From an optimization exercise on the open Yosys and OpenROAD flow, aimed at small area and a short achievable clock period; shortcuts taken in it are not production practice. At most, simulation tests tie the RTL to the original design; equivalence was not proved. Only the layout flow was run in runs 2 to 6; the RTL was not checked for function there.

File: design.v
module ray_issue_arbiter #(
  parameter int unsigned H_DISP      = 1280,
  parameter int unsigned V_DISP      = 720,
  parameter int unsigned W           = 16,
  parameter int unsigned CNT_W       = 5,
  parameter int unsigned ADDR_W      = 20,
  parameter int unsigned SCALE_SHIFT = 7,
  parameter int unsigned INFL_W      = 12
) (
  input  logic                clk,
  input  logic                rst,
  input  logic                frame_start,
  output logic                frame_busy,
  output logic                frame_done,
  input  logic [3*W-1:0]      cam_pos,
  input  logic [3*W-1:0]      vp_origin,
  input  logic [3*W-1:0]      vp_u,
  input  logic [3*W-1:0]      vp_v,
  input  logic                rec_valid,
  output logic                rec_ready,
  input  logic [3*W-1:0]      rec_pos,
  input  logic [3*W-1:0]      rec_slope,
  input  logic [CNT_W-1:0]    rec_cnt,
  input  logic [ADDR_W-1:0]   rec_addr,
  input  logic                retire,
  output logic                out_valid,
  input  logic                out_ready,
  output logic [3*W-1:0]      out_pos,
  output logic [3*W-1:0]      out_slope,
  output logic [CNT_W-1:0]    out_cnt,
  output logic [ADDR_W-1:0]   out_addr
);
  localparam int unsigned XW = (H_DISP > 1) ? $clog2(H_DISP) : 1;
  localparam int unsigned YW = (V_DISP > 1) ? $clog2(V_DISP) : 1;
  localparam int unsigned UW = W + 1;        
  localparam int unsigned PW = 2 * W + 2;    
  localparam int unsigned VW = 3 * W;
  typedef enum logic [1:0] {
    IDLE  = 2'd0,
    SCAN  = 2'd1,
    DRAIN = 2'd2
  } state_t;
  state_t              state_q, state_d;
  logic                done_c;
  logic [XW-1:0]       x_q;
  logic [YW-1:0]       y_q;
  logic [ADDR_W-1:0]   pix_addr_q;
  logic [INFL_W-1:0]   inflight_q;
  logic [VW-1:0]       cam_q, org_q, u_q, v_q;
  logic                load_c, issue_c, last_px_c, retire_eff_c;
  logic signed [UW-1:0] uv_x, uv_y;
  logic [VW-1:0]       new_slope_c;
  assign load_c       = !out_valid || out_ready;
  assign rec_ready    = load_c;
  assign issue_c      = load_c && !rec_valid && (state_q == SCAN) && (inflight_q != '1);
  assign last_px_c    = (x_q == XW'(H_DISP - 1)) && (y_q == YW'(V_DISP - 1));
  assign retire_eff_c = retire && (inflight_q != '0);
  assign uv_x = UW'(x_q) - UW'(H_DISP / 2);
  assign uv_y = UW'(y_q) - UW'(V_DISP / 2);
  for (genvar c = 0; c < 3; c++) begin : g_axis
    logic signed [PW-1:0] pu, pv, acc;
    assign pu  = PW'($signed(u_q[c*W +: W])) * PW'(uv_x);
    assign pv  = PW'($signed(v_q[c*W +: W])) * PW'(uv_y);
    assign acc = (pu - pv) >>> SCALE_SHIFT;
    assign new_slope_c[c*W +: W] = org_q[c*W +: W] + acc[W-1:0];
  end
  always_ff @(posedge clk or negedge rst) begin
    if (!rst) state_q <= IDLE;
    else      state_q <= state_d;
  end
  always_comb begin
    state_d = state_q;
    done_c  = 1'b0;
    case (state_q)
      IDLE:  if (frame_start) state_d = SCAN;
      SCAN:  if (issue_c && last_px_c) state_d = DRAIN;
      DRAIN: begin
        if (inflight_q == '0) begin
          state_d = IDLE;
          done_c  = 1'b1;
        end
      end
      default: state_d = IDLE;
    endcase
  end
  always_ff @(posedge clk or negedge rst) begin
    if (!rst) begin
      frame_busy <= 1'b0;
      frame_done <= 1'b0;
    end else begin
      frame_busy <= (state_d != IDLE);
      frame_done <= done_c;
    end
  end
  always_ff @(posedge clk or negedge rst) begin
    if (!rst) begin
      cam_q <= '0;
      org_q <= '0;
      u_q   <= '0;
      v_q   <= '0;
    end else if ((state_q == IDLE) && frame_start) begin
      cam_q <= cam_pos;
      org_q <= vp_origin;
      u_q   <= vp_u;
      v_q   <= vp_v;
    end
  end
  always_ff @(posedge clk or negedge rst) begin
    if (!rst) begin
      x_q        <= '0;
      y_q        <= '0;
      pix_addr_q <= '0;
    end else if (issue_c) begin
      if (last_px_c) begin
        x_q        <= '0;
        y_q        <= '0;
        pix_addr_q <= '0;
      end else if (x_q == XW'(H_DISP - 1)) begin
        x_q        <= '0;
        y_q        <= y_q + YW'(1);
        pix_addr_q <= pix_addr_q + ADDR_W'(1);
      end else begin
        x_q        <= x_q + XW'(1);
        pix_addr_q <= pix_addr_q + ADDR_W'(1);
      end
    end
  end
  always_ff @(posedge clk or negedge rst) begin
    if (!rst) begin
      inflight_q <= '0;
    end else begin
      case ({issue_c, retire_eff_c})
        2'b10:   inflight_q <= inflight_q + INFL_W'(1);
        2'b01:   inflight_q <= inflight_q - INFL_W'(1);
        default: inflight_q <= inflight_q;
      endcase
    end
  end
  always_ff @(posedge clk or negedge rst) begin
    if (!rst) begin
      out_valid <= 1'b0;
      out_pos   <= '0;
      out_slope <= '0;
      out_cnt   <= '0;
      out_addr  <= '0;
    end else if (load_c) begin
      if (rec_valid) begin
        out_valid <= 1'b1;
        out_pos   <= rec_pos;
        out_slope <= rec_slope;
        out_cnt   <= rec_cnt;
        out_addr  <= rec_addr;
      end else if (issue_c) begin
        out_valid <= 1'b1;
        out_pos   <= cam_q;
        out_slope <= new_slope_c;
        out_cnt   <= '0;
        out_addr  <= pix_addr_q;
      end else begin
        out_valid <= 1'b0;
      end
    end
  end
endmodule
File: run.sh
#!/bin/bash
# synth_recipe.tcl (not shown) runs the flow's synth.tcl, then flattens the netlist and writes it again
# the make line also repeats each setting of config.mk as NAME=value (left out here)
make -C /OpenROAD-flow-scripts/flow DESIGN_CONFIG=/design/flow/config.mk WORK_HOME=/design/flow/orfs CLKGATE_MAP_FILE= SYNTH_SCRIPT=/design/flow/synth_recipe.tcl finish
File: config.mk
export PLATFORM = sky130hd
export DESIGN_NAME = ray_issue_arbiter
export DESIGN_NICKNAME = ray_issue_arbiter
export VERILOG_FILES = /design/flow/design.v
export SDC_FILE = /design/flow/constraint.sdc
export NUM_CORES = 4
export LEC_CHECK = 0
export CAP_MARGIN = 20
export CORE_MARGIN = 2
export CORE_UTILIZATION = 40
export SLEW_MARGIN = 20
File: constraint.sdc
create_clock -name core_clock -period 10.0 [get_ports {clk}]
set_input_delay 2.0000 -clock core_clock [delete_from_list [all_inputs] [get_ports {clk}]]
set_output_delay 2.0000 -clock core_clock [all_outputs]
set_load 0.01 [all_outputs]
==> key figures, run 1 <==
Floorplanning
  • Die Wd: around 360 um
  • Die Height: 364 um
  • Rows: ~130
  • Initial Util: 40.2%
  • Total core area: between 100000 and 150000 sq um
  • Die area: roughly 130000 sq um
  • Ports: around 440

Clock network
  • Skew-Pair Late Insertion Delay: a little under 0.7 ns
  • Clock slew at reported path FFs: ~0.06 ns
  • CTS Buffer Depth: 3
  • # H-tree levels: 2
  • Sink Count: between 300 and 400
  • CTS Hold Bufs: 0
  • CTS Root Cell: clkbuf_16
  • CTS buffer count: ~50
  • Cts repair resizes: 0
  • CTS tree: built
  • Post-CTS Setup Bufs: 0

STA
  • Clock skew: approximately 0.064 ns
  • Final Hold Vio Count: 0
  • Period minus WS final: between 9 and 10 ns
  • Slew headroom: a little over a quarter
  • Final Max Tran Viols: 0
  • Peak Freq: roughly 110 MHz
  • Share of the clock period used by the worst path: between 90 and 100%
  • Worst Tran Pin Value: roughly 1.1 ns
  • Setup TNS: 0 ns
  • Setup ws final: around 0.84 ns
  • Setup-failing EPs final: 0
  • Hold slack: roughly 0.47 ns
  • RSZ-0062 raised after global routing: no

Logic synthesis
  • Yosys warns: 1
  • Syn_nets: roughly 7300
  • Area of the mapped netlist: approximately 52000 sq um
  • Top FF cell, synth: dfrtp_1
  • Yosys reg bits: roughly 370
  • Post-synth ARST share: 100%
  • Synth Area per Inst: roughly 9.1 sq um
  • Post-Syn Instances: 5699
  • Post-synth EDFFs: 0
  • Count of different cell masters after synthesis: 63
  • Register area share after synthesis: about 18%

Worst setup path
  • Crit path arrival time: 9.73 ns
  • Crit path required time: around 11 ns
  • Setup CP Type: register to register
  • Largest delay share family, worst path: adder cells
  • Max stage delay on crit path: between 0.5 and 0.6 ns
  • CP endpoint kind: register
  • Cell mode on critical path: fa_1
  • Highest net fanout along the worst path: 28
  • CP bufs+invs: 7
  • RR Startpoint: y_q[3]$_DFFE_PN0P_
  • CP startpoint kind: register
  • Slowest cell on crit path: fa_1
  • Crit path from: y_q[3]$_DFFE_PN0P_

Routing
  • WL/cell: 19.4 um
  • Met2 WL: between 70 and 80 mm
  • Met3 wire length: between 9 and 10 mm
  • WL met1: about 65 mm
  • Via count: between 30000 and 40000
  • Via/cell ratio: roughly 5
  • Drt pass-1 iters: 5
  • Routed WL: roughly 150 mm
  • Initial DRC count: 2361
  • Post-route ant nets: 0
  • Top layer in use: met5
  • Residual DRC: 0

Final layout
  • Fill cells: between 10000 and 15000
  • Commonest cells after routing, fill and taps aside: nand2_1, inv_1, fa_1
  • Core Util, Final: a little under half
  • Share of cells above drive strength 1: 3.12%
  • Most common cell after layout, fill and taps aside: nand2_1
  • Area growth syn-to-layout: 15.2%
  • Design Area, Final: between 50000 and 60000 sq um
  • Fin cells: approximately 7700
  • Final Net Count: ~7600

Place
  • Detailed Place HPWL: 120 mm
  • Placer Congestion: roughly 0.9
  • DP Area: between 50000 and 60000 sq um
  • Port Buf Inserts: between 400 and 500
  • Setup slack at placement: 0.864 ns
  • Dpl cells: 7652

Global routing
  • Largest net degree at the start of global routing: 230
  • Initial antenna violation count: 7
  • GR Overflow Total: 0
  • Number of global-route vias before repair: 40915
  • Gr usage total: a little under a quarter
  • First-pass GRT wire length: ~240 mm

Worst hold path
  • Hold Startpoint: cam_q[29]$_DFFE_PN0P_
  • HP Class: register to register

Flow run
  • Max-cap viol count: 0

Run status
  • Status: timing/DRC/antenna clean
## cell usage after synthesis (5+ instances only)
cell type     n  area (sq um)
nor2_1      180           676
dfrtp_1     371          9280
mux2i_1      88           881
inv_1      1011          3790
o21ai_1       9          45.0
ha_1        347          4340
xnor2_1     163          1430
nor2b_1      45           282
nand2b_1     87           544
o31ai_1       6          45.0
nand3_1      22           110
a21oi_1      73           365
o21ai_0     169           846
xor2_1       48           420
or3_1        28           175
a22o_1        6          52.6
o21bai_1      6          45.0
and2_1      446          2790
and4_1        6          52.6
buf_2         8          40.0
and3_1       14          87.6
clkbuf_1    284          1070
a31oi_1       5          31.3
a21o_1       27           203
fa_1        946         18900
a21boi_0      8          60.1
o211ai_1      5          37.5
nand2_1    1160          4350
nor3_1       32           160
buf_1        12          45.0
nand4_1      17           106
o21a_1       18           135
## registers in the layout, summed over array words and instances (netlist names), 10 cells and up
register,cells
inflight_q,12
v_q,48
out_slope,48
y_q,10
out_addr,20
pix_addr_q,20
u_q,48
x_q,11
org_q,48
out_pos,48
cam_q,48
## cells by family after synthesis
| kind of cell | Yosys count | synth area share, % |
|---|---|---|
| DFF | 371 | 17.9 |
| xor gates and xnor gates | 211 | 3.56 |
| AOI/OAI and AO/OA | 363 | 4.14 |
| adders and majority gates | 1293 | 44.9 |
| and+or+nand+nor | 2054 | 18.2 |
| buffers and inverters | 1317 | 9.55 |
| muxes | 90 | 1.74 |
## tightest hold or removal path: stages, from the launching register on
cell     delay, ns
dfrtp_1       0.34
nand2_1       0.05
nand2_1       0.05
## path summary, 6_finish.rpt
| path | to | slack [ns] | cells after the start |
|---|---|---|---|
| max in group asynchronous | out_addr[11]$_DFFE_PN0P_ | 6.71 | 3 |
| max reg2reg | out_slope[47]$_DFFE_PN0P_ | 0.84 | 35 |
| max | out_slope[47]$_DFFE_PN0P_ | 0.84 | 35 |
| min | cam_q[29]$_DFFE_PN0P_ | 0.47 | 2 |
| min reg2reg | cam_q[29]$_DFFE_PN0P_ | 0.47 | 2 |
| min in group asynchronous | u_q[47]$_DFFE_PN0P_ | 1.35 | 1 |
## metal layers
layer | track usage, % | vias to the layer above
li1 | - | 17462
met2 | 38.6 | 1041
met3 | 4.11 | 202
met1 | 31.6 | 19408
met4 | 6.10 | 8
met5 | 0 | -
## area by class of cell
cell class                 count  area, sq um  area share (%)
clock inverter                22          285           0.478
multi-input combinational   4011        37700            63.1
clock buffer                  67         1410            2.37
sequential                   371         9290            15.6
tap                         1742         2180            3.65
antenna                        1         2.50         0.00419
inverter                    1013         3800            6.36
timing repair buffer         515         5060            8.46
==> inputs of run 2 (changes only) <==
--- a/design.v
+++ b/design.v
@@ -31,10 +31,9 @@
   output logic [ADDR_W-1:0]   out_addr
 );
   localparam int unsigned XW = (H_DISP > 1) ? $clog2(H_DISP) : 1;
-  localparam int unsigned YW = (V_DISP > 1) ? $clog2(V_DISP) : 1;
-  localparam int unsigned UW = W + 1;        
-  localparam int unsigned PW = 2 * W + 2;    
+  localparam int unsigned AW = W + SCALE_SHIFT;    
   localparam int unsigned VW = 3 * W;
+  localparam int unsigned LAST_ADDR = H_DISP * V_DISP - 1;
   typedef enum logic [1:0] {
     IDLE  = 2'd0,
     SCAN  = 2'd1,
@@ -43,26 +42,37 @@
   state_t              state_q, state_d;
   logic                done_c;
   logic [XW-1:0]       x_q;
-  logic [YW-1:0]       y_q;
   logic [ADDR_W-1:0]   pix_addr_q;
   logic [INFL_W-1:0]   inflight_q;
-  logic [VW-1:0]       cam_q, org_q, u_q, v_q;
-  logic                load_c, issue_c, last_px_c, retire_eff_c;
-  logic signed [UW-1:0] uv_x, uv_y;
+  logic [VW-1:0]       cam_q;
+  logic                load_c, issue_c, start_c, row_end_c, last_px_c, retire_eff_c;
   logic [VW-1:0]       new_slope_c;
   assign load_c       = !out_valid || out_ready;
   assign rec_ready    = load_c;
+  assign start_c      = (state_q == IDLE) && frame_start;
   assign issue_c      = load_c && !rec_valid && (state_q == SCAN) && (inflight_q != '1);
-  assign last_px_c    = (x_q == XW'(H_DISP - 1)) && (y_q == YW'(V_DISP - 1));
+  assign row_end_c    = (x_q == XW'(H_DISP - 1));
+  assign last_px_c    = (pix_addr_q == ADDR_W'(LAST_ADDR));
   assign retire_eff_c = retire && (inflight_q != '0);
-  assign uv_x = UW'(x_q) - UW'(H_DISP / 2);
-  assign uv_y = UW'(y_q) - UW'(V_DISP / 2);
   for (genvar c = 0; c < 3; c++) begin : g_axis
-    logic signed [PW-1:0] pu, pv, acc;
-    assign pu  = PW'($signed(u_q[c*W +: W])) * PW'(uv_x);
-    assign pv  = PW'($signed(v_q[c*W +: W])) * PW'(uv_y);
-    assign acc = (pu - pv) >>> SCALE_SHIFT;
-    assign new_slope_c[c*W +: W] = org_q[c*W +: W] + acc[W-1:0];
+    logic [AW-1:0] u_in, v_in, o_in, init_acc, init_row;
+    logic [W-1:0]  u_q;
+    logic [AW-1:0] acc_q, row_q;
+    assign u_in = AW'($signed(vp_u[c*W +: W]));
+    assign v_in = AW'($signed(vp_v[c*W +: W]));
+    assign o_in = {vp_origin[c*W +: W], {SCALE_SHIFT{1'b0}}};
+    assign init_acc = o_in - AW'(H_DISP / 2) * u_in + AW'(V_DISP / 2) * v_in;
+    assign init_row = AW'(1) * u_in - AW'(H_DISP) * u_in - v_in;
+    always_ff @(posedge clk) begin
+      if (start_c) begin
+        u_q   <= vp_u[c*W +: W];
+        acc_q <= init_acc;
+        row_q <= init_row;
+      end else if (issue_c) begin
+        acc_q <= acc_q + (row_end_c ? row_q : AW'($signed(u_q)));
+      end
+    end
+    assign new_slope_c[c*W +: W] = acc_q[AW-1 -: W];
   end
   always_ff @(posedge clk or negedge rst) begin
     if (!rst) state_q <= IDLE;
@@ -92,35 +102,19 @@
       frame_done <= done_c;
     end
   end
-  always_ff @(posedge clk or negedge rst) begin
-    if (!rst) begin
-      cam_q <= '0;
-      org_q <= '0;
-      u_q   <= '0;
-      v_q   <= '0;
-    end else if ((state_q == IDLE) && frame_start) begin
-      cam_q <= cam_pos;
-      org_q <= vp_origin;
-      u_q   <= vp_u;
-      v_q   <= vp_v;
-    end
+  always_ff @(posedge clk) begin
+    if (start_c) cam_q <= cam_pos;
   end
   always_ff @(posedge clk or negedge rst) begin
     if (!rst) begin
       x_q        <= '0;
-      y_q        <= '0;
       pix_addr_q <= '0;
     end else if (issue_c) begin
       if (last_px_c) begin
         x_q        <= '0;
-        y_q        <= '0;
         pix_addr_q <= '0;
-      end else if (x_q == XW'(H_DISP - 1)) begin
-        x_q        <= '0;
-        y_q        <= y_q + YW'(1);
-        pix_addr_q <= pix_addr_q + ADDR_W'(1);
       end else begin
-        x_q        <= x_q + XW'(1);
+        x_q        <= row_end_c ? '0 : x_q + XW'(1);
         pix_addr_q <= pix_addr_q + ADDR_W'(1);
       end
     end
==> run 2 against run 1 <==
Net effect: still clean on timing, DRC and antenna; first-iteration DRC count down 31%; final area fell by 29%; maximum frequency rose by 12%; via count decreased by 29%; hold slack gained 0.0060 ns; routed wire length shrank 35%; critical path type is now input port to register; largest cell class unchanged.
==> key figures, run 2 <==
Routing
  • Via count: 26949
  • Drt pass-1 iters: 5
  • Post-route ant nets: 0
  • Initial DRC count: about 1600
  • Via/cell ratio: roughly 5.1
  • Routed WL: between 90 and 100 mm
  • Residual DRC: 0
  • WL/cell: ~18 um

Clock network
  • # H-tree levels: 2
  • Cts repair resizes: 0
  • CTS Hold Bufs: 0
  • Skew-Pair Late Insertion Delay: around 0.62 ns
  • CTS Root Cell: clkbuf_16
  • Post-CTS Setup Bufs: 0
  • CTS tree: built
  • CTS buffer count: 50
  • CTS Buffer Depth: 3
  • Clock slew at reported path FFs: roughly 0.060 ns
  • Sink Count: slightly above 400

Logic synthesis
  • Yosys reg bits: ~400
  • Syn_nets: 4562
  • Post-synth top area cell: edfxtp_1
  • Post-Syn Instances: roughly 3700
  • Compound-Gate Fraction of Synth Area: between 10% and 20%
  • Synth Area per Inst: approximately 9.5 sq um
  • Post-synth ARST share: about two fifths
  • Cell with the most instances after synthesis: inv_1
  • Largest family of logic cells by synthesized area: adder cells
  • Top cells by area, synth: edfxtp_1, ha_1, dfrtp_1
  • Top FF cell, synth: edfxtp_1
  • Commonest cells in the netlist: inv_1, nand2_1, ha_1, o21ai_0, edfxtp_1
  • Area of the mapped netlist: around 35000 sq um
  • Post-synthesis mux area share: roughly 3.7%
  • Register area share after synthesis: between 30% and 40%
  • Post-Synth Adder-Cell Area: 24.9%
  • Post-synth EDFFs: 234
  • Post-Synth Simple-Gate Area: between 10% and 20%
  • Post-synthesis xor/xnor area fraction: under 10%
  • Count of different cell masters after synthesis: 90
  • Synth top area share: about a fifth
  • Yosys warns: 1

Global routing
  • First-pass GRT wire length: ~150 mm
  • Initial antenna violation count: 2
  • GR Overflow Total: 0
  • Gr usage total: between 20 and 25%
  • Number of global-route vias before repair: ~26000
  • Largest net degree at the start of global routing: 132

Worst hold path
  • WHS Endpoint: out_addr[5]$_DFFE_PN0P_
  • WHS Path Cells: 2
  • HP Class: register to register
  • Hold Startpoint: out_addr[5]$_DFFE_PN0P_

Worst setup path
  • Max stage delay on crit path: roughly 0.55 ns
  • Crit path required time: 10.37 ns
  • CP startpoint kind: input port
  • Worst R2R Path Depth: 18
  • Crit path arrival time: approximately 8.6 ns
  • R2r setup slk: approximately 4.7 ns
  • Largest delay share family, worst path: adder cells
  • Setup CP Type: input port to register
  • RR Startpoint: x_q[3]$_DFFE_PN0P_
  • CP bufs+invs: 3
  • Critical R2R Capture: g_axis[1].acc_q[22]$_DFFE_PP_
  • CP endpoint kind: register
  • Slowest cell on crit path: clkdlybuf4s50_1
  • Highest net fanout along the worst path: 5

STA
  • Setup ws final: 1.81 ns
  • Clock skew: between 0.03 and 0.04 ns
  • Final Hold Vio Count: 0
  • Final Max Tran Viols: 0
  • Period minus WS final: roughly 8.2 ns
  • Setup TNS: 0 ns
  • Share of the clock period used by the worst path: between 80% and 90%
  • Worst Tran Pin Value: about 0.90 ns
  • RSZ-0062 raised after global routing: no
  • Setup-failing EPs final: 0
  • Peak Freq: about 120 MHz
  • Slew headroom: roughly 40%

Floorplanning
  • Initial Util: 40.2%
  • Ports: 444
  • Die Height: approximately 300 um
  • Rows: roughly 110
  • Total core area: around 86000 sq um
  • Die area: 89300 sq um
  • Die Wd: 299 um

Final layout
  • Biggest regs: g_axis.acc_q (69), g_axis.row_q (69)
  • Area growth syn-to-layout: 21.7%
  • Fill cells: around 8200
  • Fin cells: approximately 5300
  • Most common cell after layout, fill and taps aside: inv_1
  • Core Util, Final: between 40% and 50%
  • Share of cells above drive strength 1: between 3 and 4%
  • Final Net Count: between 4000 and 5000
  • Commonest cells after routing, fill and taps aside: inv_1, nand2_1, clkdlybuf4s50_1

Flow run
  • Max-cap viol count: 0

Run status
  • Status: timing/DRC/antenna clean

Place
  • Port Buf Inserts: around 440
  • Setup slack at placement: between 1 and 1.5 ns
  • Dpl cells: approximately 5200
  • Placer Congestion: between 0.8 and 0.9
  • Detailed Place HPWL: between 70 and 80 mm
## run 2: cell count changes in the layout (fill, tap and decap cells not counted), sizes merged, moves of 42 or more
cell and delta:
fa -768, nand2 -711, inv -520, and2 -430, edfxtp +234, dfrtp -202, a21oi +106, o21ai +101
buf -60, a21o +59, ha +59, xor2 +45, nand2b -42
## run 2: how the worst max path moves through the flow
| stage | start | endpoint | cells after the start |
|---|---|---|---|
| finish | vp_v[33] | g_axis[2].acc_q[22]$_DFFE_PP_ | 25 |
| global route | vp_v[33] | g_axis[2].acc_q[22]$_DFFE_PP_ | 26 |
| CTS | vp_v[33] | g_axis[2].acc_q[22]$_DFFE_PP_ | 26 |
| detailed placement | vp_v[33] | g_axis[2].acc_q[22]$_DFFE_PP_ | 25 |
| global placement | vp_v[33] | g_axis[2].acc_q[22]$_DFFE_PP_ | 25 |
| floorplan | frame_start | cam_q[0]$_DFFE_PP_ | 4 |
## run 2: layout make-up
class	count	area, sq um	area share, %
clock inverter	27	290	0.686
inverter	491	1850	4.37
sequential	403	11300	26.6
tap	1155	1450	3.41
timing repair buffer	457	4560	10.8
clock buffer	67	1480	3.50
antenna	2	5.00	0.0118
multi-input combinational	2692	21400	50.6
## run 2: per-layer routing
metal  global-route usage (%)  up-vias  part of all wire [%]  wire (um)
met2                     35.2      718                    45      44000
met4                     4.70        0                   2.1       2050
met3                     3.71      114                   6.4       6210
met1                     30.1    12675                    46      45100
met5                        0        -                     0          0
li1                         -    13442                     -          -
## run 2: logic make-up after synthesis
group	Yosys count
XOR/XNOR	280
buffers and inverters	564
multiplexers	127
AND/OR/NAND/NOR	944
adder cells (fa/ha/maj)	584
AO/OA/AOI/OAI	757
flip-flops	403
## run 2: tightest hold or removal path, cell delays in order, from the launching register on
cell     delay (ns)
dfrtp_1        0.34
nand2_1        0.05
o21ai_0        0.06
## run 2: stage by stage
step           hold WS [ns]  instance area [sq um]
4_1_cts               0.483                  42300
3_5_place_dp          0.470                  40500
5_1_grt               0.495                  42300
6_report              0.478                  42300
2_1_floorplan         0.464                  34800
3_3_place_gp          0.460                  40500
==> inputs of run 3 (changes only) <==
--- a/design.v
+++ b/design.v
@@ -33,6 +33,7 @@
   localparam int unsigned XW = (H_DISP > 1) ? $clog2(H_DISP) : 1;
   localparam int unsigned AW = W + SCALE_SHIFT;    
   localparam int unsigned VW = 3 * W;
+  localparam int unsigned V3 = AW - 3;
   localparam int unsigned LAST_ADDR = H_DISP * V_DISP - 1;
   typedef enum logic [1:0] {
     IDLE  = 2'd0,
@@ -45,6 +46,7 @@
   logic [ADDR_W-1:0]   pix_addr_q;
   logic [INFL_W-1:0]   inflight_q;
   logic [VW-1:0]       cam_q;
+  logic                first_q, rs_q;    
   logic                load_c, issue_c, start_c, row_end_c, last_px_c, retire_eff_c;
   logic [VW-1:0]       new_slope_c;
   assign load_c       = !out_valid || out_ready;
@@ -55,24 +57,37 @@
   assign last_px_c    = (pix_addr_q == ADDR_W'(LAST_ADDR));
   assign retire_eff_c = retire && (inflight_q != '0);
   for (genvar c = 0; c < 3; c++) begin : g_axis
-    logic [AW-1:0] u_in, v_in, o_in, init_acc, init_row;
-    logic [W-1:0]  u_q;
-    logic [AW-1:0] acc_q, row_q;
-    assign u_in = AW'($signed(vp_u[c*W +: W]));
-    assign v_in = AW'($signed(vp_v[c*W +: W]));
-    assign o_in = {vp_origin[c*W +: W], {SCALE_SHIFT{1'b0}}};
-    assign init_acc = o_in - AW'(H_DISP / 2) * u_in + AW'(V_DISP / 2) * v_in;
-    assign init_row = AW'(1) * u_in - AW'(H_DISP) * u_in - v_in;
+    logic [W-1:0]  u_q, v_q;
+    logic [AW-1:0] acc_q, row_q, op_a, op_b, sum;
+    logic [W-1:0]  p1_in;
+    logic [V3-1:0] vs, v45_in;
+    assign vs     = V3'($signed(vp_v[c*W +: W]));
+    assign p1_in  = vp_origin[c*W +: W] - vp_u[c*W +: W] - {vp_u[c*W +: W-2], 2'b00};
+    assign v45_in = vs + {vs[V3-3:0], 2'b00} + {vs[V3-4:0], 3'b000} + {vs[V3-6:0], 5'b00000};
+    assign op_a = (rs_q && !first_q) ? row_q : acc_q;
+    assign op_b = first_q ? row_q : rs_q ? ~(AW'($signed(v_q))) : AW'($signed(u_q));
+    assign sum  = op_a + op_b + AW'(rs_q && !first_q);
     always_ff @(posedge clk) begin
       if (start_c) begin
         u_q   <= vp_u[c*W +: W];
-        acc_q <= init_acc;
-        row_q <= init_row;
+        v_q   <= vp_v[c*W +: W];
+        acc_q <= {p1_in, {SCALE_SHIFT{1'b0}}};
+        row_q <= {v45_in, 3'b000};
       end else if (issue_c) begin
-        acc_q <= acc_q + (row_end_c ? row_q : AW'($signed(u_q)));
+        acc_q <= sum;
+        if (rs_q) row_q <= sum;
       end
     end
-    assign new_slope_c[c*W +: W] = acc_q[AW-1 -: W];
+    assign new_slope_c[c*W +: W] = sum[AW-1 -: W];
+  end
+  always_ff @(posedge clk) begin
+    if (start_c) begin
+      first_q <= 1'b1;
+      rs_q    <= 1'b1;
+    end else if (issue_c) begin
+      first_q <= 1'b0;
+      rs_q    <= row_end_c;
+    end
   end
   always_ff @(posedge clk or negedge rst) begin
     if (!rst) state_q <= IDLE;
==> run 3 against run 2 <==
Net effect: highest routed layer unchanged; critical path depth down 6; cell count fell by 19%; critical path type unchanged; non-clock buffer count increased by 5.
==> key figures, run 3 <==
Run status
  • Status: timing/DRC/antenna clean

Routing
  • Via count: approximately 23000
  • Routed WL: 90.2 mm
  • WL/cell: between 20 and 25 um
  • Via/cell ratio: around 5.4
  • Post-route ant nets: 0
  • Initial DRC count: approximately 1500
  • Residual DRC: 0
  • Drt pass-1 iters: 5

Floorplanning
  • Ports: 444
  • Die Wd: 275 um
  • Rows: 99
  • Initial Util: between 40% and 50%
  • Die area: 75600 sq um
  • Total core area: roughly 73000 sq um
  • Die Height: between 200 and 300 um

Global routing
  • GR Overflow Total: 0
  • Largest net degree at the start of global routing: approximately 130
  • Gr usage total: between 20% and 30%
  • Number of global-route vias before repair: between 20000 and 25000
  • Initial antenna violation count: 5
  • First-pass GRT wire length: around 140 mm

Logic synthesis
  • Post-synth ARST share: 37.3%
  • Synth Area per Inst: between 10 and 15 sq um
  • Cell with the most instances after synthesis: nand2_1
  • Commonest cells in the netlist: nand2_1, o21ai_0, edfxtp_1, inv_1, ha_1
  • Post-synth top area cell: edfxtp_1
  • Register area share after synthesis: 42.4%
  • Synth top area share: between 20% and 30%
  • Post-Syn Instances: 2903
  • Post-synth EDFFs: around 250
  • Syn_nets: between 3000 and 4000
  • Top FF cell, synth: edfxtp_1
  • Yosys warns: 1
  • Yosys reg bits: between 400 and 500
  • Area of the mapped netlist: 29400 sq um
  • Top cells by area, synth: edfxtp_1, dfrtp_1, fa_1
  • Count of different cell masters after synthesis: 75

Worst setup path
  • Crit path arrival time: 7.02 ns
  • Highest net fanout along the worst path: 65
  • Worst R2R Path Depth: 16
  • Crit path required time: 10.55 ns
  • R2r setup slk: between 4 and 5 ns
  • Critical R2R Capture: g_axis[1].acc_q[22]$_DFFE_PP_
  • CP startpoint kind: input port
  • Setup CP Type: input port to register
  • RR Startpoint: first_q$_SDFFE_PP1P_
  • CP endpoint kind: register

Clock network
  • CTS Root Cell: clkbuf_16
  • CTS Buffer Depth: 3
  • Sink Count: 453
  • Skew-Pair Late Insertion Delay: roughly 0.62 ns
  • # H-tree levels: 2
  • Clock slew at reported path FFs: roughly 0.06 ns
  • CTS buffer count: 55
  • CTS tree: built
  • Cts repair resizes: 0
  • CTS Hold Bufs: 0
  • Post-CTS Setup Bufs: 0

STA
  • Final Max Tran Viols: 0
  • Final Hold Vio Count: 0
  • Share of the clock period used by the worst path: ~65%
  • Setup-failing EPs final: 0
  • Setup TNS: 0 ns
  • Slew headroom: between 20% and 30%
  • Clock skew: roughly 0.023 ns
  • Worst Tran Pin Value: 1.14 ns
  • Period minus WS final: roughly 6.5 ns
  • RSZ-0062 raised after global routing: no
  • Peak Freq: 155 MHz

Worst hold path
  • WHS Endpoint: g_axis[1].acc_q[6]$_SDFFE_PP0P_
  • Hold Startpoint: g_axis[1].acc_q[6]$_SDFFE_PP0P_
  • HP Class: register to register
  • WHS Path Cells: 2

Flow run
  • Max-cap viol count: 0

Final layout
  • Share of cells above drive strength 1: ~5.5%
  • Fin cells: between 4000 and 5000
  • Area growth syn-to-layout: 24.6%
  • Biggest regs: g_axis.acc_q (69), g_axis.row_q (69)
  • Most common cell after layout, fill and taps aside: clkdlybuf4s50_1
  • Final Net Count: between 3000 and 4000
  • Commonest cells after routing, fill and taps aside: clkdlybuf4s50_1, nand2_1, o21ai_0

Place
  • Detailed Place HPWL: approximately 68 mm
  • Dpl cells: 4207
  • Port Buf Inserts: 443
  • Placer Congestion: about 0.9
## run 3: worst max-delay path by stage
| stage | startpoint | endpoint | slack (ns) | cells past startpoint |
|---|---|---|---|---|
| after floorplan | frame_start | cam_q[0]$_DFFE_PP_ | 3.12 | 3 |
| after global placement | out_ready | inflight_q[11]$_DFFE_PN0P_ | 2.89 | 19 |
| after detailed placement | rec_valid | inflight_q[11]$_DFFE_PN0P_ | 2.84 | 18 |
| after CTS | rec_valid | inflight_q[10]$_DFFE_PN0P_ | 3.53 | 18 |
| after global routing | out_ready | inflight_q[10]$_DFFE_PN0P_ | 3.02 | 19 |
| final | out_ready | inflight_q[11]$_DFFE_PN0P_ | 3.53 | 19 |
## run 3: kinds of logic after synthesis
group / count (synthesis) / share of synthesized area (%)
and+or+nand+nor: 704 / 10.4
muxes: 131 / 4.65
xor gates and xnor gates: 193 / 5.76
adders and majority gates: 315 / 16.7
DFF: 453 / 42.4
buffers and inverters: 353 / 4.51
AOI/OAI and AO/OA: 754 / 15.5
## run 3: layout make-up
cell class              instances  area, sq um
fillers                      6555        36200
multi-input cells            2097        15600
flip-flops and latches        453        12400
repair buffers                462         4590
clock buffers                  76         1580
well taps                     959         1200
inverters                     236          895
clock inverters                28          243
diodes                          3         7.51
## run 3: through the flow
| step | setup slack, ns | util (%) | hold WS (ns) | cell area (sq um) |
|---|---|---|---|---|
| after floorplan | 3.12 | - | 0.431 | 29400 |
| after global placement | 2.89 | 47.7 | 0.439 | 34800 |
| after detailed placement | 2.84 | 47.7 | 0.445 | 34800 |
| after CTS | 3.53 | 50.2 | 0.454 | 36600 |
| final | 3.53 | 50.2 | 0.452 | 36600 |
| after global routing | 3.02 | 50.2 | 0.478 | 36600 |
## run 3: worst max-delay path: stages
cell	delay (ns)
clkdlybuf4s50_1	0.51
nor2b_1	0.09
inv_1	0.06
buf_4	0.31
nand2_4	0.40
nor2_4	0.17
buf_4	0.33
clkinv_2	0.42
ha_1	0.55
ha_1	0.35
a21o_1	0.17
a21oi_1	0.27
o21ai_0	0.13
a31oi_1	0.30
nor2b_1	0.09
o21a_1	0.19
o41a_1	0.32
mux2i_1	0.18
xnor2_1	0.13
## run 3: routing by layer
metal	share of wire (%)	vias up	wire, um	track usage (%)
met5	0	-	0	0
met1	42	11297	38200	30.4
met2	48	756	43400	40.1
li1	-	11025	-	-
met4	3.2	0	2850	7.44
met3	6.4	151	5750	3.91
==> inputs of run 4 (changes only) <==
--- a/config.mk
+++ b/config.mk
@@ -8,4 +8,5 @@
 export CAP_MARGIN = 20
 export CORE_MARGIN = 2
 export CORE_UTILIZATION = 40
+export SETUP_SLACK_MARGIN = 4.5
 export SLEW_MARGIN = 20
==> run 4 against run 3 <==
Net effect: routed wire length grew 2.5%; core utilization grew 0.37 points; still clean; setup slack gained 1.1 ns; global-route usage grew 0.086 points; maximum frequency grew 21%; synthesized area is the same; count of clock-buffer cells in the layout shrank 5; via count grew 0.79%; largest cell class unchanged; critical path depth shrank 4; hold slack is essentially flat.
==> key figures, run 4 <==
Global routing
  • GR Overflow Total: 0
  • Largest net degree at the start of global routing: approximately 120
  • Gr usage total: between 20% and 30%
  • First-pass GRT wire length: 137 mm
  • Initial antenna violation count: 10
  • Number of global-route vias before repair: between 20000 and 25000

Final layout
  • Share of cells above drive strength 1: roughly 6.4%
  • Antenna Cells: 0
  • Area of the multi-input gates: 15800 sq um
  • Commonest cells after routing, fill and taps aside: clkdlybuf4s50_1, nand2_1, o21ai_0
  • Design Area, Final: about 37000 sq um
  • Final Net Count: about 3900
  • Area growth syn-to-layout: 25.5%
  • Area occupied by registers: ~12000 sq um
  • Fill cells: roughly 6500
  • Biggest regs: g_axis.acc_q (69), g_axis.row_q (69)
  • Most common cell after layout, fill and taps aside: clkdlybuf4s50_1

STA
  • Final Max Tran Viols: 0
  • Final Hold Vio Count: 0
  • Period minus WS final: between 5 and 6 ns
  • Slew headroom: about a quarter
  • Worst Tran Pin Value: about 1.1 ns
  • Clock skew: between 0.02 and 0.025 ns
  • Setup TNS: 0 ns
  • Setup-failing EPs final: 0
  • Peak Freq: around 190 MHz
  • RSZ-0062 raised after global routing: no
  • Share of the clock period used by the worst path: roughly 54%

Routing
  • Via/cell ratio: 5.42
  • WL/cell: roughly 21 um
  • Initial DRC count: ~1500
  • Routed WL: slightly above 90 mm
  • Drt pass-1 iters: 5
  • Residual DRC: 0
  • Post-route ant nets: 0
  • Via count: 23413

Place
  • Placer Congestion: a little under 0.9
  • Detailed Place HPWL: around 67 mm
  • DP Area: between 30000 and 40000 sq um
  • Port Buf Inserts: roughly 440

Logic synthesis
  • Yosys reg bits: 453
  • Register area share after synthesis: 42.4%
  • Synth Area per Inst: slightly above 10 sq um
  • Syn_nets: approximately 3500
  • Post-synth EDFFs: ~250
  • Post-Syn Instances: slightly below 3000
  • Synth top area share: ~26%
  • Commonest cells in the netlist: nand2_1, o21ai_0, edfxtp_1, inv_1, ha_1
  • Count of different cell masters after synthesis: between 70 and 80
  • Post-synth ARST share: 37.3%
  • Area of the mapped netlist: about 30000 sq um
  • Yosys warns: 1
  • Top cells by area, synth: edfxtp_1, dfrtp_1, fa_1
  • Post-synth top area cell: edfxtp_1
  • Top FF cell, synth: edfxtp_1
  • Cell with the most instances after synthesis: nand2_1

Floorplanning
  • Rows: 99
  • Ports: 444
  • Total core area: roughly 73000 sq um
  • Die Height: about 270 um
  • Initial Util: 40.3%
  • Die Wd: ~270 um
  • Die area: approximately 76000 sq um

Worst setup path
  • Setup CP Type: input port to register
  • CP endpoint kind: register
  • Max stage delay on crit path: about 0.52 ns
  • Crit path required time: between 10 and 15 ns
  • Largest delay share family, worst path: adder cells
  • Worst path cell trace: clkdlybuf4s50_1 > inv_1 > fa_1 > fa_1 > inv_1 > ha_1 > a21o_1 > a21oi_1 > o21ai_0 > a21oi_2 > nor3b_1 > o21ai_1 > a31oi_1 > xnor2_1 > o21ai_1
  • CP bufs+invs: 3
  • Slowest cell on crit path: fa_1
  • Crit path arrival time: roughly 5.7 ns
  • CP startpoint kind: input port
  • Highest net fanout along the worst path: 4

Run status
  • Status: timing/DRC/antenna clean

Clock network
  • Sink Count: between 400 and 500
  • CTS tree: built
  • Skew-Pair Late Insertion Delay: approximately 0.62 ns
  • CTS Root Cell: clkbuf_16
  • CTS buffer count: 54
  • CTS Hold Bufs: 0
  • # H-tree levels: 2
  • CTS Buffer Depth: 3
  • Clock slew at reported path FFs: ~0.060 ns

Worst hold path
  • HP Class: register to register

Flow run
  • Max-cap viol count: 0
run 4: cell counts after synthesis:
No cell type changed its count.
run 4: final cells by class:
| cell class | count | share of cell area (%) |
|---|---|---|
| Clock buffer | 71 | 3.92 |
| Clock inverter | 31 | 1.17 |
| Inverter | 236 | 2.45 |
| Multi-Input combinational cell | 2100 | 42.9 |
| Sequential cell | 453 | 33.8 |
| Tap cell | 959 | 3.26 |
| Timing Repair Buffer | 466 | 12.6 |
run 4: repair_timing:
item	in CTS	in global routing
pin swaps	6	7
cloned	2	1
setup endpoints to repair	20	21
gates resized for setup	33	32
setup buffers	2	4
run 4: worst min-delay path, delay by kind of cell (launching register included):
kind,cells,cell delay [ns]
AND/OR/NAND/NOR,2,0.10
flip-flops,1,0.31
run 4: final timing paths:
| check | start | cells after the start | to | slack [ns] |
|---|---|---|---|---|
| worst max register to register | first_q$_SDFFE_PP1P_ | 15 | g_axis[2].row_q[20]$_DFFE_PP_ | 5.01 |
| worst min-delay path | g_axis[2].acc_q[6]$_SDFFE_PP0P_ | 2 | g_axis[2].acc_q[6]$_SDFFE_PP0P_ | 0.45 |
| worst min register to register | g_axis[2].acc_q[6]$_SDFFE_PP0P_ | 2 | g_axis[2].acc_q[6]$_SDFFE_PP0P_ | 0.45 |
| max in group asynchronous | rst | 2 | out_slope[11]$_DFFE_PN0P_ | 6.89 |
| min in group asynchronous | rst | 1 | out_addr[11]$_DFFE_PN0P_ | 1.47 |
| worst max-delay path | vp_v[39] | 15 | g_axis[2].row_q[22]$_DFFE_PP_ | 4.64 |
run 4: stage by stage:
| step | setup WS [ns] | instances | utilization, % | hold WS [ns] |
|---|---|---|---|---|
| global route | 4.48 | 4316 | 50.6 | 0.469 |
| finish | 4.64 | 4316 | 50.6 | 0.452 |
| global placement | 3.07 | 4205 | 47.7 | 0.438 |
| CTS | 4.38 | 4311 | 50.4 | 0.455 |
| floorplan | 4.54 | 2903 | - | 0.431 |
| detailed placement | 2.95 | 4205 | 47.7 | 0.445 |
run 4: metal layers:
metal	up-vias	GRT usage, %	share of wire [%]
li1	11053	-	-
met1	11372	29.3	40
met2	779	39.9	48
met3	195	4.99	7.6
met4	14	9.57	4.2
met5	-	0	0.11
run 4: cells by family (layout without fill, tap and decap cells):
logic type                 count (synthesis)  count (layout)  synth area share [%]
AOI/OAI and AO/OA                        754             754                  15.5
and+or+nand+nor                          704             707                  10.4
muxes                                    131             131                  4.65
xor gates and xnor gates                 193             193                  5.76
buffers and inverters                    353             804                  4.51
adders and majority gates                315             315                  16.7
DFF                                      453             453                  42.4
==> inputs of run 5 (changes only) <==
--- a/design.v
+++ b/design.v
@@ -56,14 +56,34 @@
   assign row_end_c    = (x_q == XW'(H_DISP - 1));
   assign last_px_c    = (pix_addr_q == ADDR_W'(LAST_ADDR));
   assign retire_eff_c = retire && (inflight_q != '0);
+  localparam logic [AW-1:0] K0 = AW'((1 << 7) + (1 << 9) - (1 << 22) - (1 << 18) - (1 << 20) - (1 << 21));
   for (genvar c = 0; c < 3; c++) begin : g_axis
     logic [W-1:0]  u_q, v_q;
     logic [AW-1:0] acc_q, row_q, op_a, op_b, sum;
-    logic [W-1:0]  p1_in;
-    logic [V3-1:0] vs, v45_in;
-    assign vs     = V3'($signed(vp_v[c*W +: W]));
-    assign p1_in  = vp_origin[c*W +: W] - vp_u[c*W +: W] - {vp_u[c*W +: W-2], 2'b00};
-    assign v45_in = vs + {vs[V3-3:0], 2'b00} + {vs[V3-4:0], 3'b000} + {vs[V3-6:0], 5'b00000};
+    logic [W-1:0]  uf, vf;
+    logic [AW-1:0] a0, a1, a2, a3, a4, a5, a6;
+    logic [AW-1:0] s1, c1, s2, c2, s3, c3, s4, c4, s5, c5, s6, c6;
+    assign uf = {vp_u[c*W+W-1], ~vp_u[c*W +: W-1]};    
+    assign vf = {~vp_v[c*W+W-1], vp_v[c*W +: W-1]};    
+    assign a0 = AW'({vp_origin[c*W +: W], 7'b0});
+    assign a1 = AW'({uf, 7'b0});
+    assign a2 = AW'({uf, 9'b0});
+    assign a3 = AW'({vf, 3'b0});
+    assign a4 = AW'({vf, 5'b0});
+    assign a5 = AW'({vf, 6'b0});
+    assign a6 = AW'({vf, 8'b0});
+    assign s1 = a0 ^ a1 ^ a2;
+    assign c1 = {((a0 & a1) | (a0 & a2) | (a1 & a2)), 1'b0};
+    assign s2 = a3 ^ a4 ^ a5;
+    assign c2 = {((a3 & a4) | (a3 & a5) | (a4 & a5)), 1'b0};
+    assign s3 = s1 ^ c1 ^ s2;
+    assign c3 = {((s1 & c1) | (s1 & s2) | (c1 & s2)), 1'b0};
+    assign s4 = c2 ^ a6 ^ K0;
+    assign c4 = {((c2 & a6) | (c2 & K0) | (a6 & K0)), 1'b0};
+    assign s5 = s3 ^ c3 ^ s4;
+    assign c5 = {((s3 & c3) | (s3 & s4) | (c3 & s4)), 1'b0};
+    assign s6 = s5 ^ c5 ^ c4;
+    assign c6 = {((s5 & c5) | (s5 & c4) | (c5 & c4)), 1'b0};
     assign op_a = (rs_q && !first_q) ? row_q : acc_q;
     assign op_b = first_q ? row_q : rs_q ? ~(AW'($signed(v_q))) : AW'($signed(u_q));
     assign sum  = op_a + op_b + AW'(rs_q && !first_q);
@@ -71,8 +91,8 @@
       if (start_c) begin
         u_q   <= vp_u[c*W +: W];
         v_q   <= vp_v[c*W +: W];
-        acc_q <= {p1_in, {SCALE_SHIFT{1'b0}}};
-        row_q <= {v45_in, 3'b000};
+        acc_q <= s6;
+        row_q <= c6;
       end else if (issue_c) begin
         acc_q <= sum;
         if (rs_q) row_q <= sum;
--- a/config.mk
+++ b/config.mk
@@ -8,5 +8,5 @@
 export CAP_MARGIN = 20
 export CORE_MARGIN = 2
 export CORE_UTILIZATION = 40
-export SETUP_SLACK_MARGIN = 4.5
+export SETUP_SLACK_MARGIN = 5
 export SLEW_MARGIN = 20
==> run 5 against run 4 <==
Net effect: setup slack improved by 0.41 ns; die area decreased by 1.9%; still clean on timing, DRC and antenna; global-route usage decreased by 0.62 points; clock skew decreased by 0.0041 ns; register-to-register slack improved by 0.36 ns; critical path depth decreased by 11.
==> key figures, run 5 <==
Run status
  • Status: timing/DRC/antenna clean

Worst setup path
  • Highest net fanout along the worst path: 11
  • RR Startpoint: first_q$_SDFFE_PP1P_
  • Setup CP Type: input port to output pin
  • R2r setup slk: 5.37 ns
  • CP startpoint kind: input port
  • CP endpoint kind: output pin
  • Critical R2R Capture: g_axis[2].row_q[22]$_DFFE_PP_
  • Worst R2R Path Depth: 14
  • Crit path required time: 8.00 ns
  • Crit path arrival time: slightly below 3 ns

Routing
  • WL/cell: between 20 and 25 um
  • Residual DRC: 0
  • Post-route ant nets: 0
  • Routed WL: between 80 and 90 mm
  • Initial DRC count: ~1300
  • Via/cell ratio: 5.22
  • Drt pass-1 iters: 7
  • Via count: roughly 22000

Clock network
  • CTS Hold Bufs: 0
  • CTS Root Cell: clkbuf_16
  • CTS Buffer Depth: 3
  • CTS tree: built
  • Clock slew at reported path FFs: around 0.05 ns
  • # H-tree levels: 2
  • Sink Count: ~450
  • CTS buffer count: 54
  • Skew-Pair Late Insertion Delay: approximately 0.64 ns

Logic synthesis
  • Top FF cell, synth: edfxtp_1
  • Synth top area share: between 20% and 30%
  • Yosys warns: 1
  • Cell with the most instances after synthesis: nand2_1
  • Top cells by area, synth: edfxtp_1, dfrtp_1, fa_1
  • Syn_nets: 3412
  • Post-Syn Instances: about 2700
  • Post-synth EDFFs: between 200 and 300
  • Area of the mapped netlist: 28800 sq um
  • Yosys reg bits: 453
  • Commonest cells in the netlist: nand2_1, o21ai_0, edfxtp_1, inv_1, fa_1
  • Count of different cell masters after synthesis: 67
  • Post-synth ARST share: between 30% and 40%
  • Post-synth top area cell: edfxtp_1
  • Synth Area per Inst: around 11 sq um
  • Register area share after synthesis: between 40% and 50%

Place
  • Detailed Place HPWL: around 60 mm
  • Port Buf Inserts: approximately 440
  • Placer Congestion: ~0.87
  • DP Area: between 30000 and 40000 sq um

Global routing
  • First-pass GRT wire length: 131 mm
  • Initial antenna violation count: 9
  • Gr usage total: around 23%
  • Largest net degree at the start of global routing: 118
  • Number of global-route vias before repair: 22490
  • GR Overflow Total: 0

STA
  • Final Hold Vio Count: 0
  • Setup TNS: 0 ns
  • Peak Freq: around 200 MHz
  • Clock skew: between 0.015 and 0.02 ns
  • Share of the clock period used by the worst path: 49.5%
  • Setup-failing EPs final: 0
  • RSZ-0062 raised after global routing: no
  • Period minus WS final: roughly 5.0 ns
  • Final Max Tran Viols: 0
  • Worst Tran Pin Value: 1.11 ns
  • Slew headroom: 25.7%

Final layout
  • Area growth syn-to-layout: 25.8%
  • Design Area, Final: between 30000 and 40000 sq um
  • Fill cells: roughly 6500
  • Final Net Count: about 3800
  • Share of cells above drive strength 1: roughly 4.5%
  • Most common cell after layout, fill and taps aside: nand2_1
  • Commonest cells after routing, fill and taps aside: nand2_1, clkdlybuf4s50_1, o21ai_0
  • Biggest regs: g_axis.acc_q (69), g_axis.row_q (69)

Floorplanning
  • Ports: between 400 and 500
  • Total core area: between 70000 and 80000 sq um
  • Die Wd: ~270 um
  • Die Height: roughly 270 um
  • Rows: approximately 100
  • Die area: roughly 74000 sq um
  • Initial Util: 40.3%

Worst hold path
  • WHS Path Cells: 2
  • WHS Endpoint: out_slope[24]$_DFFE_PN0P_
  • HP Class: register to register
  • Hold Startpoint: out_slope[24]$_DFFE_PN0P_

Flow run
  • Max-cap viol count: 0
[run 5: cell count changes after synthesis, sizes merged, moves of 27 or more]
cell and change:
o22ai -41, a21oi -34, edfxtp +27, o21ai -34, a21o -30, mux2 -42
dfxtp -27, fa +81, nand3 -28, xnor2 -34, xor2 -45, ha -40
nand2 +164
[run 5: how the worst max path moves through the flow]
stage / from / endpoint / slack, ns
global placement: out_ready / inflight_q[10]$_DFFE_PN0P_ / 4.29
CTS: out_ready / rec_ready / 4.92
detailed placement: out_ready / inflight_q[10]$_DFFE_PN0P_ / 4.26
floorplan: rec_valid / inflight_q[10]$_DFFE_PN0P_ / 5.02
finish: out_ready / rec_ready / 5.05
global route: first_q$_SDFFE_PP1P_ / g_axis[2].acc_q[22]$_DFFE_PP_ / 5.02
[run 5: per-layer routing]
metal	global-route usage [%]	vias to the layer above	wire length, um
met4	6.61	8	2410
li1	-	10163	-
met1	29.9	10729	35600
met2	38.3	621	41400
met5	0	-	51
met3	5.23	125	5740
[run 5: final cells by class]
cell class                      count  area, sq um  share of cell area [%]
Timing Repair Buffer              469         4730                    13.1
Tap cell                          950         1190                    3.28
Multi-Input combinational cell   1934        14800                    41.0
Inverter                          234          888                    2.45
Sequential cell                   453        12700                    35.1
Clock inverter                     21          308                   0.850
Clock buffer                       80         1540                    4.25
Antenna cell                        4         10.0                  0.0276
[run 5: worst max-delay path, cell delays in order]
cell             delay, ns
clkdlybuf4s50_1       0.48
nand2b_4              0.14
buf_12                0.16
clkbuf_2              0.15
[run 5: cell families after synthesis]
kind of cell / count (synthesis) / synth area share (%)
adder cells (fa/ha/maj): 356 / 21.0
flip-flops: 453 / 44.2
AND/OR/NAND/NOR: 796 / 11.5
XOR/XNOR: 114 / 3.47
multiplexers: 115 / 4.01
AO/OA/AOI/OAI: 552 / 11.2
buffers and inverters: 351 / 4.68
[run 5: metrics by stage]
stage | std cells | utilization [%] | hold WS (ns) | setup slack, ns
2_1_floorplan | 2737 | - | 0.450 | 5.02
3_3_place_gp | 4029 | 47.8 | 0.456 | 4.29
3_5_place_dp | 4030 | 47.9 | 0.463 | 4.26
4_1_cts | 4132 | 50.5 | 0.471 | 4.92
5_1_grt | 4143 | 50.7 | 0.491 | 5.02
6_report | 4145 | 50.7 | 0.477 | 5.05
[run 5: what timing repair did]
action,in CTS,in global routing
gates cloned,0,2
gates resized for setup,6,14
setup endpoints to repair,21,26
setup buffers,1,7
==> inputs of run 6 (changes only) <==
--- a/design.v
+++ b/design.v
@@ -42,7 +42,7 @@
   } state_t;
   state_t              state_q, state_d;
   logic                done_c;
-  logic [XW-1:0]       x_q;
+  logic [2:0]          xb_q;      
   logic [ADDR_W-1:0]   pix_addr_q;
   logic [INFL_W-1:0]   inflight_q;
   logic [VW-1:0]       cam_q;
@@ -53,7 +53,7 @@
   assign rec_ready    = load_c;
   assign start_c      = (state_q == IDLE) && frame_start;
   assign issue_c      = load_c && !rec_valid && (state_q == SCAN) && (inflight_q != '1);
-  assign row_end_c    = (x_q == XW'(H_DISP - 1));
+  assign row_end_c    = (&pix_addr_q[7:0]) && (xb_q == 3'd4);
   assign last_px_c    = (pix_addr_q == ADDR_W'(LAST_ADDR));
   assign retire_eff_c = retire && (inflight_q != '0);
   localparam logic [AW-1:0] K0 = AW'((1 << 7) + (1 << 9) - (1 << 22) - (1 << 18) - (1 << 20) - (1 << 21));
@@ -84,9 +84,9 @@
     assign c5 = {((s3 & c3) | (s3 & s4) | (c3 & s4)), 1'b0};
     assign s6 = s5 ^ c5 ^ c4;
     assign c6 = {((s5 & c5) | (s5 & c4) | (c5 & c4)), 1'b0};
-    assign op_a = (rs_q && !first_q) ? row_q : acc_q;
+    assign op_a = rs_q ? row_q : acc_q;
     assign op_b = first_q ? row_q : rs_q ? ~(AW'($signed(v_q))) : AW'($signed(u_q));
-    assign sum  = op_a + op_b + AW'(rs_q && !first_q);
+    assign sum  = op_a + op_b + AW'(rs_q);
     always_ff @(posedge clk) begin
       if (start_c) begin
         u_q   <= vp_u[c*W +: W];
@@ -95,7 +95,7 @@
         row_q <= c6;
       end else if (issue_c) begin
         acc_q <= sum;
-        if (rs_q) row_q <= sum;
+        if (rs_q || first_q) row_q <= sum;
       end
     end
     assign new_slope_c[c*W +: W] = sum[AW-1 -: W];
@@ -103,7 +103,7 @@
   always_ff @(posedge clk) begin
     if (start_c) begin
       first_q <= 1'b1;
-      rs_q    <= 1'b1;
+      rs_q    <= 1'b0;
     end else if (issue_c) begin
       first_q <= 1'b0;
       rs_q    <= row_end_c;
@@ -142,14 +142,14 @@
   end
   always_ff @(posedge clk or negedge rst) begin
     if (!rst) begin
-      x_q        <= '0;
+      xb_q       <= '0;
       pix_addr_q <= '0;
     end else if (issue_c) begin
       if (last_px_c) begin
-        x_q        <= '0;
+        xb_q       <= '0;
         pix_addr_q <= '0;
       end else begin
-        x_q        <= row_end_c ? '0 : x_q + XW'(1);
+        if (&pix_addr_q[7:0]) xb_q <= row_end_c ? 3'd0 : xb_q + 3'd1;
         pix_addr_q <= pix_addr_q + ADDR_W'(1);
       end
     end
==> flow/run.sh (new file) <==
#!/bin/bash
set -euo pipefail
bash standard.sh BUFFER_PORTS_ARGS="-buffer_cell sky130_fd_sc_hd__buf_1" finish > flow_make.log 2>&1
==> standard.sh (new file) <==
#!/bin/bash
# synth_recipe.tcl (not shown) runs the flow's synth.tcl, then flattens the netlist and writes it again
# the make line also repeats each setting of config.mk as NAME=value (left out here)
make -C /OpenROAD-flow-scripts/flow DESIGN_CONFIG=/design/flow/config.mk WORK_HOME=/design/flow/orfs CLKGATE_MAP_FILE= SYNTH_SCRIPT=/design/flow/synth_recipe.tcl "${@:-finish}"
removed: run.sh
==> run 6 against run 5 <==
Net effect: still clean; sequential share of layout area grew 2.6 points; clock skew shrank 0.0064 ns; core utilization is 3.5 points lower; hold slack lost 0.0030 ns; critical path depth rose by 1; routed wire length fell by 2.7%; die area fell by 0.84%; synthesized area decreased by 0.85%; critical path type unchanged; critical endpoint unchanged.
==> key figures, run 6 <==
Run status
  • Status: timing/DRC/antenna clean

STA
  • Setup TNS: 0 ns
  • Final Max Tran Viols: 0
  • Clock skew: 0.0124 ns
  • Period minus WS final: roughly 4.8 ns
  • Final Hold Vio Count: 0
  • RSZ-0062 raised after global routing: no
  • Share of the clock period used by the worst path: between 40 and 50%
  • Worst Tran Pin Value: 1.01 ns
  • Setup-failing EPs final: 0
  • Setup ws final: approximately 5.2 ns
  • Peak Freq: about 210 MHz
  • Slew headroom: 32.4%

Clock network
  • CTS Buffer Depth: 3
  • CTS buffer count: 53
  • CTS tree: built
  • Sink Count: about 450
  • # H-tree levels: 2
  • CTS Root Cell: clkbuf_16
  • Skew-Pair Late Insertion Delay: about 0.60 ns
  • CTS Hold Bufs: 0
  • Clock slew at reported path FFs: ~0.05 ns

Floorplanning
  • Total core area: about 70000 sq um
  • Ports: between 400 and 500
  • Rows: 97
  • Initial Util: 40.6%
  • Die area: 73500 sq um
  • Die Wd: between 200 and 300 um
  • Die Height: 271 um

Global routing
  • Gr usage total: 22.6%
  • Met2 Use GR: between 30% and 40%
  • First-pass GRT wire length: 128 mm
  • Largest net degree at the start of global routing: 111
  • Initial antenna violation count: 8
  • Most Crowded Layer GR: met2
  • Number of global-route vias before repair: roughly 22000
  • GR Overflow Total: 0
  • Met3 Usage GRT: 5.52%
  • Met1 Usage GRT: between 20% and 30%

Routing
  • Residual DRC: 0
  • Post-route ant nets: 0
  • Routed WL: 82.9 mm
  • Via count: 20923
  • Via/cell ratio: 5.26
  • Drt pass-1 iters: 5
  • Initial DRC count: about 1500
  • WL/cell: 20.8 um

Place
  • DP Area: approximately 31000 sq um
  • Port Buf Inserts: between 400 and 500
  • Placer Congestion: slightly above 0.9
  • Setup slack at placement: roughly 4.2 ns
  • Detailed Place HPWL: 61.4 mm

Final layout
  • Biggest regs: g_axis.acc_q (69), g_axis.row_q (69)
  • Area growth syn-to-layout: 16.2%
  • Most common cell after layout, fill and taps aside: buf_1
  • Commonest cells after routing, fill and taps aside: buf_1, nand2_1, edfxtp_1
  • Design Area, Final: around 33000 sq um
  • Final Net Count: ~3700
  • Share of cells above drive strength 1: under 10%

Logic synthesis
  • Top FF cell, synth: edfxtp_1
  • Commonest cells in the netlist: nand2_1, edfxtp_1, o21ai_0, inv_1, fa_1
  • Post-Synth Simple-Gate Area: 8.86%
  • Cell with the most instances after synthesis: nand2_1
  • Top cells by area, synth: edfxtp_1, fa_1, dfrtp_1
  • Syn_nets: between 3000 and 4000
  • Post-synth ARST share: between 30 and 40%
  • Yosys warns: 1
  • Post-synth top area cell: edfxtp_1
  • Post-synthesis mux area share: ~6.6%
  • Register area share after synthesis: a little over two fifths
  • Post-synth EDFFs: between 200 and 300
  • Yosys reg bits: 445
  • Post-synthesis xor/xnor area fraction: roughly 3.2%
  • Post-Synth Adder-Cell Area: between 20% and 30%
  • Post-Syn Instances: 2577
  • Area of the mapped netlist: between 20000 and 30000 sq um
  • Synth Area per Inst: ~11 sq um
  • Synth top area share: about 29%
  • Compound-Gate Fraction of Synth Area: between 10% and 20%
  • Count of different cell masters after synthesis: 74
  • Largest family of logic cells by synthesized area: adder cells

Worst setup path
  • Setup CP Type: input port to output pin
  • Highest net fanout along the worst path: 6
  • CP endpoint kind: output pin
  • RR Startpoint: rs_q$_SDFFE_PP0P_
  • Worst R2R Path Depth: 13
  • R2r setup slk: 5.33 ns
  • CP startpoint kind: input port
  • Crit path arrival time: 2.79 ns
  • Crit path required time: about 8 ns
  • Crit path from: out_ready
  • Critical R2R Capture: g_axis[1].row_q[20]$_DFFE_PP_
  • Worst Setup EP: rec_ready

Worst hold path
  • HP Class: register to register

Flow run
  • Max-cap viol count: 0
==> run 6: changes by cell type after synthesis, sizes merged, moves of 7 or more <==
cell | before | now
nand2 | 540 | 347
mux2 | 2 | 67
o21ai | 301 | 272
buf | 34 | 17
a21oi | 112 | 128
xnor2 | 77 | 62
nand3 | 42 | 28
clkbuf | 83 | 93
nor3 | 25 | 16
dfrtp | 169 | 161
o22ai | 4 | 12
inv | 234 | 241
nand4 | 18 | 11
==> run 6: what timing repair did <==
item	CTS	global route
pin swaps	0	1
gates cloned	0	0
setup buffers	4	4
hold endpoints to repair	0	0
setup endpoints to repair	6	6
gates resized for setup	4	6
==> run 6: how the worst min path moves through the flow <==
stage / depth (start not counted) / startpoint / end / slack (ns)
2_1_floorplan: 2 / g_axis[1].row_q[0]$_SDFFE_PP0P_ / g_axis[1].row_q[0]$_SDFFE_PP0P_ / 0.45
3_3_place_gp: 2 / g_axis[2].row_q[0]$_SDFFE_PP0P_ / g_axis[2].row_q[0]$_SDFFE_PP0P_ / 0.45
3_5_place_dp: 2 / g_axis[1].row_q[0]$_SDFFE_PP0P_ / g_axis[1].row_q[0]$_SDFFE_PP0P_ / 0.47
4_1_cts: 2 / g_axis[1].row_q[0]$_SDFFE_PP0P_ / g_axis[1].row_q[0]$_SDFFE_PP0P_ / 0.47
5_1_grt: 2 / g_axis[1].row_q[0]$_SDFFE_PP0P_ / g_axis[1].row_q[0]$_SDFFE_PP0P_ / 0.48
6_report: 2 / g_axis[2].row_q[0]$_SDFFE_PP0P_ / g_axis[2].row_q[0]$_SDFFE_PP0P_ / 0.47
==> run 6: cells by family after synthesis <==
| kind of cell | after synthesis |
|---|---|
| xor gates and xnor gates | 103 |
| and+or+nand+nor | 579 |
| buffers and inverters | 351 |
| AOI/OAI and AO/OA | 562 |
| muxes | 180 |
| DFF | 445 |
| adders and majority gates | 357 |
==> run 6: per-layer routing <==
metal / vias to the layer above / wire, um
li1: 9767 / -
met3: 111 / 7160
met1: 10317 / 34300
met2: 722 / 39500
met4: 6 / 1840
met5: - / 33
==> run 6: critical path, stage by stage <==
cell and delay [ns]:
buf_1 0.10, nor2b_4 0.19, clkinvlp_4 0.19, buf_4 0.17, buf_1 0.13
==> run 6: layout make-up <==
cell class / count / area [sq um]
Clock inverter: 30 / 383
Multi-Input combinational cell: 1781 / 14800
Timing Repair Buffer: 469 / 1910
Clock buffer: 69 / 1480
Sequential cell: 445 / 12500
Tap cell: 940 / 1180
Fill cell: 6482 / 37100
Antenna cell: 5 / 12.5
Inverter: 241 / 923
==> run 6: metrics by stage <==
stage	hold WS (ns)	utilization [%]	cells
CTS	0.473	47.1	3971
detailed placement	0.465	44.3	3868
global route	0.479	47.2	3975
global placement	0.453	44.3	3868
finish	0.474	47.2	3980
floorplan	0.446	-	2577

separate check: timing with driven ports:
No port has a modelled driver above. Below, the same layouts with a new extraction and two added sets of constraints.
Step 1 (the two cells are an assumption about what drives the block):
set clk [get_ports {clk}]
set_driving_cell -lib_cell sky130_fd_sc_hd__clkbuf_16 $clk
set_driving_cell -lib_cell sky130_fd_sc_hd__buf_2 [delete_from_list [all_inputs] $clk]
Step 2 also shifts input and output timing later by t, the mid clock arrival at the registers, as if the neighbouring blocks saw the same clock.
Three values: ideal, step 1, step 2; two values: the first two.
run | t (ns) | slack for setup (ns) | pins driven straight from the clock port
run 1 | 0.729 | 0.839 / 0.839 / 0.839 | 1
run 2 | 0.663 | 1.812 / 1.857 / 1.194 | 1
run 3 | 0.675 | 3.530 / 3.561 / 2.885 | 1
run 4 | 0.675 | 4.640 / 4.674 / 3.998 | 1
run 5 | 0.689 | 5.048 / 5.026 / 4.635 | 1
run 6 | 0.662 | 5.214 / 5.181 / 4.744 | 1
After both steps setup and hold are still met in every run listed. For run 3, which loses most, drivers alone change the setup slack by +0.031 ns; drivers and shift together by -0.645 ns.
